This is an optimization exercise on Yosys and OpenROAD, whose aim is small area, a short achievable clock period and few clock cycles, not a production implementation. RTL that was checked went through simulation tests only; none was proved equivalent to the original. Power is estimated from default activity; no workload was simulated.

Design ex_stage, start of the top module:
module ex_stage
#(
  parameter int WIDTH      = ex_pkg::WIDTH_DEFAULT,
  parameter int MULDIV_LAT = 4
) (
  input  logic             clk,
  input  logic             rst,
  input  logic             flush,
  input  logic             in_valid,
  output logic             in_ready,
  input  logic [4:0]       in_op,
  input  logic [4:0]       in_shamt,
  input  logic [4:0]       in_rd,
  input  logic [4:0]       in_rs_a,
  input  logic [4:0]       in_rs_b,
  input  logic [WIDTH-1:0] in_a,
  input  logic [WIDTH-1:0] in_b,
  input  logic             in_wen,
  output logic             out_valid,
  input  logic             out_ready,
  output logic [WIDTH-1:0] out_result,
  output logic [4:0]       out_rd,
  output logic             out_wen,
  output logic             out_zf,
  output logic             out_of,
  output logic             out_illegal
);
Size in the first run: roughly 2200 cells after synthesis, ~170 flip-flops, ~140 I/O pins, ~0.020 mm² of cells after synthesis.
clock: 95.0 ns
lec_check: 0
abc_area: 1
cap_margin: 20
core_margin: 2
core_utilization: 40
slew_margin: 20
standard.sh (not shown) runs the stock make flow with config.mk's settings and CLKGATE_MAP_FILE= SYNTH_SCRIPT=/design/flow/synth_recipe.tcl, a recipe that flattens the netlist after the stock synthesis.
==> flow/flow/run.sh <==
#!/bin/bash
# Layout: the standard ORFS flow (standard.sh) with two changes:
#  - technology mapping uses an area-oriented ABC script (flow/abc.script)
#    in place of ORFS's abc_speed/abc_area scripts; everything else in
#    synthesis is ORFS's and the standard flow's own script, so the registers are the
#    standard synthesis's;
#  - ports are buffered with buf_1 cells.
# Each step's full output goes to a log file of its own in this folder.
set -euo pipefail
here=$(pwd)
rm -rf "$here/orfs_scripts"
cp -r "$FLOW_HOME/scripts" "$here/orfs_scripts"
cp "$here/flow/abc.script" "$here/orfs_scripts/abc_speed.script"
cp "$here/flow/abc.script" "$here/orfs_scripts/abc_area.script"
export SCRIPTS_DIR="$here/orfs_scripts"
export BUFFER_PORTS_ARGS="-buffer_cell sky130_fd_sc_hd__buf_1"
bash standard.sh synth > "$here/synth.log" 2>&1
bash standard.sh > "$here/layout.log" 2>&1
==> flow/flow/abc.script <==
strash
&get -n
&st
&deepsyn -T 30
&dch
&nf
&put
==> next run, changes <==
--- a/flow/design.v
+++ b/flow/design.v
@@ -223,18 +223,16 @@
     dq_n = {(md_start ? {31{bzero}} : r2_q[30:0]), cout};
   end
   logic [31:0] xres, mdres;
   logic        xres_of;
   always_comb begin
     if (x_div) begin
       mdres = x_hi ? dr_n : dq_n;
-    end else if (align_q) begin
-      mdres = sh_y;
     end else begin
-      mdres = mlo_n;
+      mdres = sh_y;
     end
     xres    = 32'd0;
     xres_of = 1'b0;
     if (x_md) xres = mdres;
     else if (x_shift) xres = sh_y;
     else if (x_addsub) begin
       xres    = sum;
@@ -244,26 +242,25 @@
         2'b00:   xres = xa_q & xb_q;
         2'b01:   xres = xa_q | xb_q;
         2'b10:   xres = xa_q ^ xb_q;
         default: xres = ~(xa_q | xb_q);
       endcase
     end else if (x_slt) xres = {31'd0, slt};
   end
-  logic md_next_al, mul_direct;
+  logic md_next_al;
   always_comb begin
     md_next_al = 1'b0;
-    mul_direct = x_mul & ~x_hi & (mamt_q == 3'd0);
     if (md_start) begin
       md_fin     = x_div & (bzero | dneg);
       md_next_al = x_mul & (mdig == 4'd1);
     end else if (align_q) begin
       md_fin = 1'b1;
     end else begin
-      md_fin     = (cnt_q == 5'd1) & (x_div | mul_direct);
-      md_next_al = (cnt_q == 5'd1) & x_mul & ~mul_direct;
+      md_fin     = (cnt_q == 5'd1) & x_div;
+      md_next_al = (cnt_q == 5'd1) & x_mul;
     end
     xfire = xvalid_q & (x_md ? ((md_start | mdrun_q) & md_fin) : ~rvalid_q);
   end
   logic x_byp, o_byp, in_imsh;
   logic ma_x, ma_o, mb_x, mb_o;
   logic [31:0] cap_a, cap_b;
   always_comb begin
@@ -274,15 +271,15 @@
     ma_o  = o_byp & (in_rs_a == ord_q);
     mb_x  = x_byp & (in_rs_b == xrd_q);
     mb_o  = o_byp & (in_rs_b == ord_q);
     cap_a = ma_x ? xres : (ma_o ? ores_q : in_a);
     if (in_imsh) cap_a[4:0] = in_shamt;
     cap_b = mb_x ? xres : (mb_o ? ores_q : in_b);
   end
-  logic        acc, held, mdrun_n, align_n, rvalid_n, ovalid_n, iready_n, mul_direct_n;
+  logic        acc, held, mdrun_n, align_n, rvalid_n, ovalid_n, iready_n;
   logic [4:0]  cnt_n;
   logic [31:0] o_val;
   always_comb begin
     acc  = iready_q & in_valid;
     held = xvalid_q & ~xfire;            
     mdrun_n = mdrun_q;
     align_n = 1'b0;
@@ -292,21 +289,20 @@
       align_n = md_next_al;
       cnt_n   = x_div ? 5'(sdiff[4:0] + 5'd1) : 5'(mdig - 4'd1);
     end else if (mdrun_q) begin
       mdrun_n = ~md_fin;
       align_n = md_next_al;
       cnt_n   = cnt_q - 5'd1;
     end
-    mul_direct_n = x_mul & ~x_hi & ((md_start ? 3'(NM - int'(mdig)) : mamt_q) == 3'd0);
     rvalid_n = ~ofree & (rvalid_q | xfire);
     ovalid_n = ~ofree | rvalid_q | xfire;
     if (acc)
       iready_n = (in_op[4:2] != 3'b100) & ~rvalid_n;
     else if (held)
-      iready_n = x_md ? (align_n | (mdrun_n & (cnt_n == 5'd1) & (x_div | mul_direct_n)))
+      iready_n = x_md ? (align_n | (mdrun_n & (cnt_n == 5'd1) & x_div))
                       : ~rvalid_n;
     else
       iready_n = ~rvalid_n;
     o_val = rvalid_q ? r2_q : xres;
     if (flush | rst) begin
       mdrun_n  = 1'b0;
       align_n  = 1'b0;
Outcome: Critical path depth decreases by 4; final cell count decreases by about 6%; combinational power decreases by about 26%; sequential share of layout area increases by 0.94 points; final area decreases by 3.4%.
Testbench counts after the change, summed over its fixed seeds: cycles 32,591.
The RTL of the first run of this note was laid out without a check of its function.


== main ==
ex_stage again, from the RTL that the note above started with.
Design ex_stage, start of the top module:
module ex_stage
#(
  parameter int WIDTH      = ex_pkg::WIDTH_DEFAULT,
  parameter int MULDIV_LAT = 4
) (
  input  logic             clk,
  input  logic             rst,
  input  logic             flush,
  input  logic             in_valid,
  output logic             in_ready,
  input  logic [4:0]       in_op,
  input  logic [4:0]       in_shamt,
  input  logic [4:0]       in_rd,
  input  logic [4:0]       in_rs_a,
  input  logic [4:0]       in_rs_b,
  input  logic [WIDTH-1:0] in_a,
  input  logic [WIDTH-1:0] in_b,
  input  logic             in_wen,
  output logic             out_valid,
  input  logic             out_ready,
  output logic [WIDTH-1:0] out_result,
  output logic [4:0]       out_rd,
  output logic             out_wen,
  output logic             out_zf,
  output logic             out_of,
  output logic             out_illegal
);
clock: 95.0 ns
lec_check: 0
abc_area: 1
cap_margin: 20
core_margin: 2
core_utilization: 40
slew_margin: 20
==> flow/flow/run.sh <==
#!/bin/bash
# Layout: the standard ORFS flow (standard.sh) with two changes:
#  - technology mapping uses an area-oriented ABC script (flow/abc.script)
#    in place of ORFS's abc_speed/abc_area scripts; everything else in
#    synthesis is ORFS's and the standard flow's own script, so the registers are the
#    standard synthesis's;
#  - ports are buffered with buf_2 cells.
# Each step's full output goes to a log file of its own in this folder.
set -euo pipefail
here=$(pwd)
rm -rf "$here/orfs_scripts"
cp -r "$FLOW_HOME/scripts" "$here/orfs_scripts"
cp "$here/flow/abc.script" "$here/orfs_scripts/abc_speed.script"
cp "$here/flow/abc.script" "$here/orfs_scripts/abc_area.script"
export SCRIPTS_DIR="$here/orfs_scripts"
export BUFFER_PORTS_ARGS="-buffer_cell sky130_fd_sc_hd__buf_2"
bash standard.sh synth > "$here/synth.log" 2>&1
bash standard.sh > "$here/layout.log" 2>&1
Scripts as last shown in full above: flow/flow/abc.script
Changes in the feature branch relative to main:
--- a/flow/design.v
+++ b/flow/design.v
@@ -185,19 +185,19 @@
     end
   end
   logic [31:0]   mhi;
   logic [31:0]   mrow_in [M];
   logic [31:0]   mrow_s  [M];
   logic [M-1:0]  mrow_c;
   logic [31+M:0] msum;
   logic [31:0]   mhi_n, mlo_n;
   always_comb begin
-    mhi = md_go ? 32'd0 : r2_q;
+    mhi = r2_q;                  
     mrow_in[0] = mhi;
     for (int j = 1; j < M; j++) mrow_in[j] = {mrow_c[j-1], mrow_s[j-1][31:1]};
   end
   for (genvar j = 0; j < M; j++) begin : g_mrow
     ex_stage_rca #(.N(32)) u_row (
       .a(mrow_in[j]), .b(xa_q & {32{xb_q[j]}}), .ci(1'b0),
       .s(mrow_s[j]), .co(mrow_c[j]));
   end
   always_comb begin
@@ -335,27 +335,29 @@
     end else if (x_div & (md_start | md_iter)) begin
       if (cout & md_iter) xa_q <= sum;
       xb_q <= md_start ? sh_y : {1'b0, xb_q[31:1]};
     end else if (md_sw) begin
       xa_q <= xb_q;
       xb_q <= xa_q;
     end else if (x_mul & (md_start | md_iter)) begin
       xb_q <= mlo_n;
     end
-    if (~rvalid_q) begin
+    if (~rvalid_q | ofree) begin
       if ((md_start | md_iter) & ~md_fin) begin
-        r2_q <= x_div ? (md_start ? 32'd0 : dq_n) : mhi_n;
-      end else begin
+        r2_q <= x_div ? (md_start ? r2_q : dq_n) : mhi_n;
+      end else if (xfire & ~ofree) begin
         r2_q   <= xres;
         rrd_q  <= xrd_q;
         rwen_q <= xwen_q & ~x_ill;
         rof_q  <= xres_of;
         rill_q <= x_ill;
+      end else begin
+        r2_q <= 32'd0;
       end
     end
     if (ofree) begin
       ores_q <= o_val;
       ozf_q  <= (o_val == 32'd0);
       if (rvalid_q) begin
         ord_q  <= rrd_q;
         owen_q <= rwen_q;
         oof_q  <= rof_q;
### Flow results
- Of the two values seen for slowest cell on the critical path, nand3_2 was produced by the feature branch and or4_1 by main.
- Taking main as the reference, in the feature branch worst path arrival time increased by 240 ps relative to the old numbers, final worst slack decreased by 230 ps relative to the old numbers, final instance area decreased by 1.8% relative to the old numbers, synthesized cell count decreased by about 4% relative to the old numbers, die width decreased by 0.79% relative to the old numbers.
- Post-route total power went down by more than a quarter going from main to the feature branch.
No run of this note included a check of the RTL's function; only the layout flow was run.

-- re-timing with driven ports --
The results above use ideal ports. As a check the final layouts listed here were re-extracted and re-timed, cells and wires unchanged.
Step 1 (the two cells are an assumption about what drives the block):
set clk [get_ports {clk}]
set_driving_cell -lib_cell sky130_fd_sc_hd__clkbuf_16 $clk
set_driving_cell -lib_cell sky130_fd_sc_hd__buf_2 [delete_from_list [all_inputs] $clk]
Step 2 adds t to the input delays and takes it off the output delays; t is the mean of the earliest and latest rising clock arrival at the registers after step 1. Input paths then give back, and output paths get back, about the clock's delay inside the block.
Slacks: ideal / step 1 / step 2; pairs: ideal / step 1.
run	shift t [ns]	setup WS [ns]	worst setup path at the end	worst register clock-pin slew, ns
the first run of note 1	0.567	73.740 / 73.769 / 73.202	input to register	0.09 / 0.09
the second run of note 1	0.570	74.232 / 74.260 / 73.691	input to register	0.10 / 0.10
main	0.573	73.704 / 73.735 / 73.162	input to register	0.08 / 0.08
the feature branch	0.576	73.477 / 73.512 / 72.936	input to register	0.09 / 0.09
After both steps setup and hold are still met in every run listed. The setup slack of main, which loses most, moves by +0.031 ns with the drivers and by -0.542 ns with both steps.
